From an optimization exercise on the open Yosys and OpenROAD flow, aimed at small area and a short achievable clock period; shortcuts taken in it are not production practice.
Function was checked by simulation only, so behaviour that the tests miss may differ from the original.
Power figures rest on the tool's default switching activity, not on a simulated workload.

==> flow/design.v (excerpt) <==
module fp16_mac (
    input  logic                        clk,
    input  logic                        rst,
    input  logic                        in_valid_i,
    input  logic [2-1:0]           tag_i,
    input  logic [16-1:0]          k_i,
    input  logic [16-1:0]          x_i,
    input  logic [16-1:0]          b_i,
    output logic                        out_valid_o,
    output logic [2-1:0]           tag_o,
    output logic [16-1:0]          result_o
);
export LEC_CHECK = 0
export CAP_MARGIN = 20
export CORE_MARGIN = 2
export CORE_UTILIZATION = 40
export CTS_CLUSTER_DIAMETER = 80
export CTS_CLUSTER_SIZE = 40
export SETUP_SLACK_MARGIN = 3.1
export SLEW_MARGIN = 20
create_clock -name core_clock -period 6.0 [get_ports {clk}]
run.sh (not shown) runs the stock make flow with config.mk's settings and CLKGATE_MAP_FILE= SYNTH_SCRIPT=/design/flow/synth_recipe.tcl, a recipe that flattens the netlist after the stock synthesis.
Then changed:
Settings changed: CTS_CLUSTER_DIAMETER 80 to 70, SETUP_SLACK_MARGIN 3.1 to 2.7.
Effect:
- The new run finished with timing, DRC and antenna clean
- critical path depth is unchanged
- register-to-register slack degrades by 0.24 ns
- total power fell by 3.4%
- design area fell by 4.1%
- clock power rose by about 10%
- worst hold slack improves by 0.0095 ns
- combinational power fell by 9.7%
- sequential cell count is unchanged
- wire length stays flat

---

== wip/lagoon ==
fp16_mac again, from the RTL that the note above started with.
// fp16_mac
module fp16_mac (
    input  logic                        clk,
    input  logic                        rst,
    input  logic                        in_valid_i,
    input  logic [2-1:0]           tag_i,
    input  logic [16-1:0]          k_i,
    input  logic [16-1:0]          x_i,
    input  logic [16-1:0]          b_i,
    output logic                        out_valid_o,
    output logic [2-1:0]           tag_o,
    output logic [16-1:0]          result_o
);
==> flow/config.mk <==
export PLATFORM = sky130hd
export DESIGN_NAME = fp16_mac
export DESIGN_NICKNAME = fp16_mac
export VERILOG_FILES = /design/flow/design.v
export SDC_FILE = /design/flow/constraint.sdc
export NUM_CORES = 4
export LEC_CHECK = 0
export CAP_MARGIN = 20
export CORE_MARGIN = 2
export CORE_UTILIZATION = 40
export CTS_CLUSTER_DIAMETER = 60
export CTS_CLUSTER_SIZE = 35
export SETUP_SLACK_MARGIN = 2.8
export SLEW_MARGIN = 20
==> flow/constraint.sdc <==
create_clock -name core_clock -period 6.0 [get_ports {clk}]
set_input_delay 1.2000 -clock core_clock [delete_from_list [all_inputs] [get_ports {clk}]]
set_output_delay 1.2000 -clock core_clock [all_outputs]
set_load 0.01 [all_outputs]
#### Input delta (wip/amber over wip/lagoon)
Settings: swapping 2.8 for 3.1 in SETUP_SLACK_MARGIN; clearing CTS_CLUSTER_SIZE, which used to be 35; clearing CTS_CLUSTER_DIAMETER, which used to be 60.
==> run notes <==
wip/amber against wip/lagoon: met2 wirelength from detailed routing saw an increase, signal arrival time at the worst endpoint saw a decrease, total of plain and repair buffers excluding clock buffers saw an increase.
The cell with the largest stage delay on the worst path comes out sky130_fd_sc_hd__or4_4 in one run and sky130_fd_sc_hd__fa_1 in the other, namely in wip/lagoon and wip/amber respectively.
Multi-input gate share of total cell area in wip/amber is 1.1 points lower than in wip/lagoon
wip/amber: post-route total power is about 8% higher than what wip/lagoon reported.
wip/amber: power consumed by combinational cells higher than wip/lagoon
Across both runs, combined area of the multi-input logic cells was higher for wip/amber than for wip/lagoon.
For wip/amber and wip/lagoon, there was not a single run that failed to finish clean.
Area: wip/amber vs wip/lagoon -> wip/amber larger
The post-route worst setup slack of wip/amber is higher than that of wip/lagoon.
wip/lagoon -> wip/amber: fmax increased by a few percent
Relative to wip/amber, the following input files were edited for wip/yarrow:
Settings: SETUP_SLACK_MARGIN changed from 3.1 to 2.8; CORE_UTILIZATION changed from 40 to 45; CTS_CLUSTER_SIZE newly set to 40; CTS_CLUSTER_DIAMETER newly set to 70.
==> run notes <==
- Taking wip/amber as the reference, in wip/yarrow final RePlAce weighted congestion lost about 2%, die boundary height lost 5.6%, power share of the combinational group lost 0.8 points, total of cells resized after clock tree synthesis lost about 60%, global routing usage on met3 lost 1.3 points.
- The lower total power consumption of the routed design of wip/amber and wip/yarrow is in wip/yarrow.
- wip/yarrow ended with every stage complete and zero timing, DRC or antenna violations.
- When wip/yarrow is set beside wip/amber, its leakage dissipation turns out to be 0.50 nW smaller.
- Higher final core area utilization was reported by wip/yarrow, not wip/amber.
- wip/yarrow ended up with a higher sequential share of layout area than wip/amber did.
> inputs changed (wip/yarrow -> wip/xenon)
Settings: CTS_CLUSTER_SIZE: 40 -> 30; CORE_UTILIZATION: 45 -> 40; CTS_CLUSTER_DIAMETER: 70 -> 60.
A type of the worst setup path of register to register is what wip/xenon shows, while input port to register belongs to wip/yarrow.
Delta (wip/xenon minus wip/yarrow): count of cells resized by post-cts repair went down, total wire length went down, total combinational power did not really move.
[inputs] wip/maple vs wip/xenon
Settings: CTS_CLUSTER_SIZE now 40, was 30; PLACE_DENSITY now 0.72, previously not set; CTS_CLUSTER_DIAMETER now 70, was 60.
==> comparison <==
- wip/xenon ran to completion and came out clean on the timing, DRC and antenna checks.
- wip/maple completed every stage of the flow, and the final layout passed the timing, DRC and antenna checks.
- wip/maple: clock edge transition at the registers on the reported setup and hold paths 0.02 ns above wip/xenon
- Going from wip/xenon to wip/maple, via density per instance has increased; met1 routing resource usage after global routing has decreased; sum of routed wire length over all layers has decreased; share of the final layout cell area in multi-input gates has increased.
- Final design area excluding fillers ends up higher on wip/xenon.
- The internal power consumption in wip/maple was lower than what wip/xenon gave.

==> separate check: timing with driven ports <==
Ports are ideal in the flow. The routed layouts listed here were re-timed in OpenROAD. Step 1 (the two cells are an assumption about what drives the block):
set clk [get_ports {clk}]
set_driving_cell -lib_cell sky130_fd_sc_hd__clkbuf_16 $clk
set_driving_cell -lib_cell sky130_fd_sc_hd__buf_2 [delete_from_list [all_inputs] $clk]
Step 2 also shifts input and output timing later by t, the mid clock arrival at the registers, as if the neighbouring blocks saw the same clock. Slacks: ideal ports / drivers / drivers and shift; pairs: ideal ports / drivers.
| run | shift t [ns] | slack for setup (ns) | worst setup path at the end | worst register clock-pin slew, ns | worst slew at a driven data input, ns |
|---|---|---|---|---|---|
| the first run of note 1 | 0.578 | 2.906 / 2.916 / 2.338 | input to register | 0.12 / 0.12 | 0.07 |
| the second run of note 1 | 0.592 | 2.750 / 2.783 / 2.191 | input to register | 0.11 / 0.11 | 0.04 |
| wip/lagoon | 0.617 | 2.812 / 2.812 / 2.286 | input to register | 0.08 / 0.08 | 0.05 |
| wip/amber | 0.585 | 2.920 / 2.921 / 2.336 | input to register | 0.07 / 0.07 | 0.06 |
| wip/yarrow | 0.593 | 2.843 / 2.877 / 2.284 | input to register | 0.11 / 0.11 | 0.06 |
| wip/xenon | 0.617 | 2.812 / 2.812 / 2.286 | input to register | 0.08 / 0.08 | 0.05 |
| wip/maple | 0.603 | 2.748 / 2.748 / 2.246 | input to register | 0.10 / 0.10 | 0.05 |
After both steps every run listed still meets setup and hold. For wip/amber, which loses most, drivers alone change the setup slack by +0.001 ns; drivers and shift together by -0.584 ns.
